Context: an optimization exercise on an open-source flow, tuned for small area, a short achievable clock period and few clock cycles per item. The choices shown serve that exercise and are no tape-out recipe.
The RTL was checked by simulation tests, not by an equivalence proof against the original design.
Power is estimated from default activity; no workload was simulated.

## aes_dec_top
module aes_dec_top
(
    input  logic        clk,
    input  logic        reset,
    input  logic [11:0] paddr,
    input  logic        psel,
    input  logic        penable,
    input  logic        pwrite,
    input  logic [31:0] pwdata,
    output logic [31:0] prdata,
    output logic        pready,
    output logic        pslverr
);
clock: 10.0 ns
lec_check: 0
cap_margin: 20
core_margin: 2
core_utilization: 55
cts_cluster_diameter: 100
cts_cluster_size: 25
slew_margin: 20
tns_end_percent: 5
standard.sh (not shown) runs the stock make flow with config.mk's settings and CLKGATE_MAP_FILE= SYNTH_SCRIPT=/design/flow/synth_recipe.tcl, a recipe that flattens the netlist after the stock synthesis.
==> flow/flow/run.sh <==
#!/bin/bash
# The standard layout (standard.sh, its synthesis unchanged) with two changes to how the layout
# is made: the port buffers are buf_2 cells, and timing repair works until the setup slack reaches
# SETUP_SLACK_MARGIN, well above zero at the 10 ns clock. The tools' output goes to standard.log.
set -euo pipefail
export SETUP_SLACK_MARGIN=7.0
export BUFFER_PORTS_ARGS="-buffer_cell sky130_fd_sc_hd__buf_2"
bash standard.sh > standard.log 2>&1
The baseline completed without violations.
Testbench counts at the start, summed over its fixed seeds: cycles 6,912, blocks 192.
==> next run, changes <==
--- a/flow/config.mk
+++ b/flow/config.mk
@@ -8,5 +8,5 @@
 export CAP_MARGIN = 20
 export CORE_MARGIN = 2
-export CORE_UTILIZATION = 55
+export CORE_UTILIZATION = 40
 export CTS_CLUSTER_DIAMETER = 100
 export CTS_CLUSTER_SIZE = 25
Clock-buffer cell count is higher by 24. Design area is higher by 1.7%. Worst setup slack improved by 74 ps. Worst hold slack got worse by 18 ps. Total power stays flat. Final cell count is higher by 11%. First-iteration DRC count is lower by 1.6%. Register-to-register slack improved by 70 ps. Sequential cell count is unchanged. Combinational power is lower by about 3%. Die area is higher by 37%.
==> next run, changes <==
--- a/flow/config.mk
+++ b/flow/config.mk
@@ -12,3 +12,3 @@
 export CTS_CLUSTER_SIZE = 25
 export SLEW_MARGIN = 20
-export TNS_END_PERCENT = 5
+export TNS_END_PERCENT = 0
After rerunning:
- total power is about the same
- cell count barely changes
- non-clock buffer count shrinks by 30
==> next run, changes <==
--- a/flow/config.mk
+++ b/flow/config.mk
@@ -11,4 +11,5 @@
 export CTS_CLUSTER_DIAMETER = 100
 export CTS_CLUSTER_SIZE = 25
+export PLACE_DENSITY = 0.85
 export SLEW_MARGIN = 20
-export TNS_END_PERCENT = 0
+export TNS_END_PERCENT = 5
The new run completed with no timing, DRC or antenna violations.
Routed wire length drops by about 6%.
Non-clock buffer count drops by 36.
Design area drops by 0.72%.
Worst setup slack degrades by 72 ps.
Die area is unchanged.

---

aes_dec_top, a different RTL version from the one above (not shown whole).
For scale: roughly 7000 cells after synthesis, roughly 2000 flip-flops, ~83 I/O pins, about 0.094 mm^2 of cells after synthesis.
Design aes_dec_top, start of the top module:
module aes_dec_top
(
    input  logic        clk,
    input  logic        reset,
    input  logic [11:0] paddr,
    input  logic        psel,
    input  logic        penable,
    input  logic        pwrite,
    input  logic [31:0] pwdata,
    output logic [31:0] prdata,
    output logic        pready,
    output logic        pslverr
);
Settings: LEC_CHECK=0, CAP_MARGIN=20, CORE_MARGIN=2, CORE_UTILIZATION=40, CTS_CLUSTER_DIAMETER=100, CTS_CLUSTER_SIZE=25, GPL_ROUTABILITY_DRIVEN=0, PLACE_DENSITY=0.75, SLEW_MARGIN=20, TNS_END_PERCENT=5; clock period 10.0 ns.
Scripts as last shown in full above: flow/flow/run.sh
The baseline completed without violations.
Testbench counts at the start, summed over its fixed seeds: cycles 6,912, blocks 192.
Change:
GPL_ROUTABILITY_DRIVEN = not set   (was 0)
PLACE_DENSITY = 0.7   (was 0.75)
Result: The new run produced a clean layout; total power stays flat; routed wire length went down slightly; global-route usage went up by 0.61 points; fmax went up by a few percent.
Change:
PLACE_DENSITY = 0.75   (was 0.7)
Core utilization went down by 0.24 points. Die area is unchanged. Sequential power stays flat. Setup slack improved by 0.093 ns. Sequential cell count is unchanged. Final cell count hardly moves. Routed wire length is lower by 2.9%. Clock power goes up by about 0.9%. Final area is lower by 0.52%.
Change:
PLACE_DENSITY = not set   (was 0.75)
Outcome:
- The new run produced a clean layout
- count of clock-buffer cells in the layout went down by 2
- wire length went up by roughly a tenth
- fmax went down slightly
- final cell count went up slightly
- synthesized cell count does not change
- global-route usage went up by 1.6 points
- first-iteration DRC count went down by roughly a tenth
- final area went up slightly
- die area stays the same
- worst setup slack gets worse by 0.014 ns

---

Another version of the RTL of aes_dec_top (not shown whole).
Size in the first run: ~83 I/O pins, roughly 0.096 mm² of cells after synthesis.
## aes_dec_top
module aes_dec_top
(
    input  logic        clk,
    input  logic        reset,
    input  logic [11:0] paddr,
    input  logic        psel,
    input  logic        penable,
    input  logic        pwrite,
    input  logic [31:0] pwdata,
    output logic [31:0] prdata,
    output logic        pready,
    output logic        pslverr
);
    logic         key_we;
    logic [5:0]   key_addr;
    logic [31:0]  key_wdata;
    logic         start;
    logic         fin;
    logic [127:0] ciphertext;
    logic [127:0] plaintext;
    logic [127:0] round_key;
    logic [127:0] last_key;
    logic [9:0]   round_sel;
    aes_dec_regs i_aes_dec_regs (
        .clk        (clk),
        .reset      (reset),
        .paddr      (paddr),
        .psel       (psel),
        .penable    (penable),
        .pwrite     (pwrite),
        .pwdata     (pwdata),
        .prdata     (prdata),
        .pready     (pready),
        .pslverr    (pslverr),
        .fin        (fin),
        .plaintext  (plaintext),
        .key_we     (key_we),
        .key_addr   (key_addr),
        .key_wdata  (key_wdata),
        .start      (start),
        .ciphertext (ciphertext)
    );
    aes_round_key_store i_aes_round_key_store (
        .clk       (clk),
        .key_we    (key_we),
        .key_addr  (key_addr),
        .key_wdata (key_wdata),
        .round_sel (round_sel),
        .round_key (round_key),
        .last_key  (last_key)
    );
    aes_dec_engine i_aes_dec_engine (
        .clk        (clk),
        .reset      (reset),
        .start      (start),
        .ciphertext (ciphertext),
        .last_key   (last_key),
        .round_key  (round_key),
        .round_sel  (round_sel),
        .fin        (fin),
        .plaintext  (plaintext)
    );
endmodule
clock: 10.0 ns
lec_check: 0
cap_margin: 20
core_margin: 2
core_utilization: 40
cts_cluster_diameter: 100
cts_cluster_size: 25
slew_margin: 20
tns_end_percent: 5
==> flow/flow/run.sh <==
#!/bin/bash
# The standard layout (standard.sh, its synthesis unchanged) with two changes to how the layout
# is made: the port buffers are buf_2 cells, and timing repair works until the setup slack reaches
# SETUP_SLACK_MARGIN, well above zero at the 10 ns clock. The tools' output goes to standard.log.
set -euo pipefail
export SETUP_SLACK_MARGIN=7.3
export BUFFER_PORTS_ARGS="-buffer_cell sky130_fd_sc_hd__buf_2"
bash standard.sh > standard.log 2>&1
Testbench counts at the start, summed over its fixed seeds: cycles 6,912, blocks 192.
Then changed:
--- a/flow/flow/run.sh
+++ b/flow/flow/run.sh
@@ -5,3 +5,3 @@
 set -euo pipefail
-export SETUP_SLACK_MARGIN=7.3
+export SETUP_SLACK_MARGIN=6.8
 export BUFFER_PORTS_ARGS="-buffer_cell sky130_fd_sc_hd__buf_2"
Sequential share of layout area climbs by 1.5 points.
Routed wire length drops by 5.0%.
Non-clock buffer count drops by 195.
Design area drops by 2.8%.
Total power barely changes.
Clock skew drops by 0.0045 ns.
Then changed:
--- a/flow/flow/run.sh
+++ b/flow/flow/run.sh
@@ -5,3 +5,3 @@
 set -euo pipefail
-export SETUP_SLACK_MARGIN=6.8
+export SETUP_SLACK_MARGIN=7.0
 export BUFFER_PORTS_ARGS="-buffer_cell sky130_fd_sc_hd__buf_2"
CORE_UTILIZATION = 60   (was 40)
Cell count came out lower by 8.8%.
Wire length hardly moves.
Setup slack improves by 0.11 ns.
Core utilization went up by 24 points.
Then changed:
--- a/flow/flow/run.sh
+++ b/flow/flow/run.sh
@@ -5,3 +5,3 @@
 set -euo pipefail
-export SETUP_SLACK_MARGIN=7.0
+export SETUP_SLACK_MARGIN=6.8
 export BUFFER_PORTS_ARGS="-buffer_cell sky130_fd_sc_hd__buf_2"
CORE_UTILIZATION = 40   (was 60)
TNS_END_PERCENT = not set   (was 5)
Result:
- wire length came out higher by about 2.6%
- critical path depth is unchanged
- setup slack is better by 0.0090 ns
- power came out higher by about 1.6%
- worst hold slack is better by 0.034 ns
- via count came out lower by about 1.5%
- final cell count came out higher by about 11%
- combinational power came out higher by 4.1%
Then changed:
--- a/flow/flow/run.sh
+++ b/flow/flow/run.sh
@@ -5,3 +5,3 @@
 set -euo pipefail
-export SETUP_SLACK_MARGIN=6.8
+export SETUP_SLACK_MARGIN=7.0
 export BUFFER_PORTS_ARGS="-buffer_cell sky130_fd_sc_hd__buf_2"
TNS_END_PERCENT = 5   (was not set)
Total power went up by 0.32%.
Non-clock buffer count went down by 43.
Die area is unchanged.
Utilization went down by 0.26 points.

---

Setup of v3:
aes_dec_top with an RTL version that a note above also has.
Size in the first run: about 94000 um^2 of cells after synthesis.
==> flow/config.mk <==
export PLATFORM = sky130hd
export DESIGN_NAME = aes_dec_top
export DESIGN_NICKNAME = aes_dec_top
export VERILOG_FILES = /design/flow/design.v
export SDC_FILE = /design/flow/constraint.sdc
export NUM_CORES = 8
export LEC_CHECK = 0
export CAP_MARGIN = 20
export CORE_MARGIN = 2
export CORE_UTILIZATION = 40
export CTS_CLUSTER_DIAMETER = 100
export CTS_CLUSTER_SIZE = 25
export SLEW_MARGIN = 20
export TNS_END_PERCENT = 2
==> flow/constraint.sdc <==
create_clock -name core_clock -period 10.0 [get_ports {clk}]
set_input_delay 2.0000 -clock core_clock [delete_from_list [all_inputs] [get_ports {clk}]]
set_output_delay 2.0000 -clock core_clock [all_outputs]
set_load 0.01 [all_outputs]
==> flow/flow/run.sh <==
#!/bin/bash
# The standard layout (standard.sh, its synthesis unchanged) with two changes to how the layout
# is made: the port buffers are buf_2 cells, and timing repair works until the setup slack reaches
# SETUP_SLACK_MARGIN, well above zero at the 10 ns clock. The tools' output goes to standard.log.
set -euo pipefail
export SETUP_SLACK_MARGIN=7.0
export BUFFER_PORTS_ARGS="-buffer_cell sky130_fd_sc_hd__buf_2"
bash standard.sh > standard.log 2>&1
v3 reached the end of the flow, and the finished layout is clean on the timing, DRC and antenna checks.
Testbench counts of v3, summed over its fixed seeds: cycles 6,912, blocks 192.
Here is what was changed in the inputs of v6 compared with v3.
Settings: TNS_END_PERCENT now 20, was 2.
## What came out
When v6 is measured against v3, its worst-case vdd ir drop turns out about 0.6% higher.
In the tables for v6 and v3, area overhead of the layout relative to synthesis reads higher with v6.
As far as die area goes, v3 and v6 are indistinguishable; the numbers are identical.
When the final numbers for v6 and v3 were put side by side, the final antenna diode count turned out to be smaller in v3.
Setup slack: v6 and v3 compared, higher one is v6
Input changes introduced in v48 (baseline for comparison: v6):
Settings: TNS_END_PERCENT now 5, was 20; PLACE_DENSITY now 0.75, previously not set.
--- outcome ---
- Side by side, met1 usage in global routing turned out lower in v48 than in v6.
- Comparing v48 against v6, there is no change at all in number of non-clock inverters.
- Sort v48 and v6 by share of the final layout cell area in sequential cells, ascending, and v6 comes first.
- Looking only at estimated wirelength of the detail-placed design, and setting everything else aside, the lower value of v48 and v6 goes to v48.
- Iteration count of the initial detailed-routing pass down 1 in v48 wrt v6
- Both conditions hold for v48: the flow ran to the end and the final layout passed the timing, DRC and antenna checks.
- Area added between synthesis and finish for v48: 4.7 points down relative to v6
- Going from v6 to v48, the total power after layout was found to have gone down by 0.50%.

==> separate check: timing with driven ports <==
The flow's constraints put no driver on any port. The routed layouts listed below were extracted and timed again, unchanged, in two steps. Step 1 assumes that a clkbuf_16 drives the clock port and a buf_2 every other input. Step 2 moves the port delays by t, midway between the first and last clock arrival at a register: inputs arrive t later, outputs are due t later. That takes back most of the time a late clock gives input paths. Slacks: ideal ports / drivers / drivers and shift; pairs: ideal ports / drivers.
| run | t (ns) | setup slack, ns | worst setup path at the end | worst register clock-pin slew, ns |
|---|---|---|---|---|
| the first run of note 1 | 0.847 | 6.553 / 6.477 / 5.630 | input to register | 0.11 / 0.11 |
| the second run of note 1 | 0.853 | 6.627 / 6.522 / 5.669 | input to register | 0.11 / 0.11 |
| the third run of note 1 | 0.880 | 6.627 / 6.544 / 5.664 | input to register | 0.11 / 0.11 |
| the fourth run of note 1 | 0.845 | 6.555 / 6.444 / 5.599 | input to register | 0.11 / 0.11 |
| the first run of note 2 | 0.867 | 6.416 / 6.416 / 5.749 | input to register | 0.11 / 0.11 |
| the second run of note 2 | 0.842 | 6.559 / 6.549 / 5.707 | input to register | 0.11 / 0.11 |
| the third run of note 2 | 0.855 | 6.652 / 6.524 / 5.670 | input to register | 0.11 / 0.11 |
| the fourth run of note 2 | 0.872 | 6.638 / 6.547 / 5.720 | input to register | 0.11 / 0.11 |
| the first run of note 3 | 0.881 | 6.561 / 6.547 / 5.668 | input to register | 0.11 / 0.11 |
| the second run of note 3 | 0.873 | 6.495 / 6.495 / 5.740 | input to register | 0.11 / 0.11 |
| the third run of note 3 | 0.849 | 6.606 / 6.518 / 5.782 | input to register | 0.11 / 0.11 |
| the fourth run of note 3 | 0.851 | 6.615 / 6.531 / 5.788 | input to register | 0.11 / 0.11 |
| the fifth run of note 3 | 0.873 | 6.667 / 6.582 / 5.747 | input to register | 0.11 / 0.11 |
| v3 | 0.851 | 6.620 / 6.513 / 5.662 | input to register | 0.11 / 0.11 |
| v6 | 0.855 | 6.699 / 6.597 / 5.742 | input to register | 0.11 / 0.11 |
| v48 | 0.834 | 6.654 / 6.565 / 5.731 | input to register | 0.11 / 0.11 |
After both steps setup and hold are still met in every run listed. For the third run of note 2, which loses most, drivers alone change the setup slack by -0.128 ns; drivers and shift together by -0.982 ns.
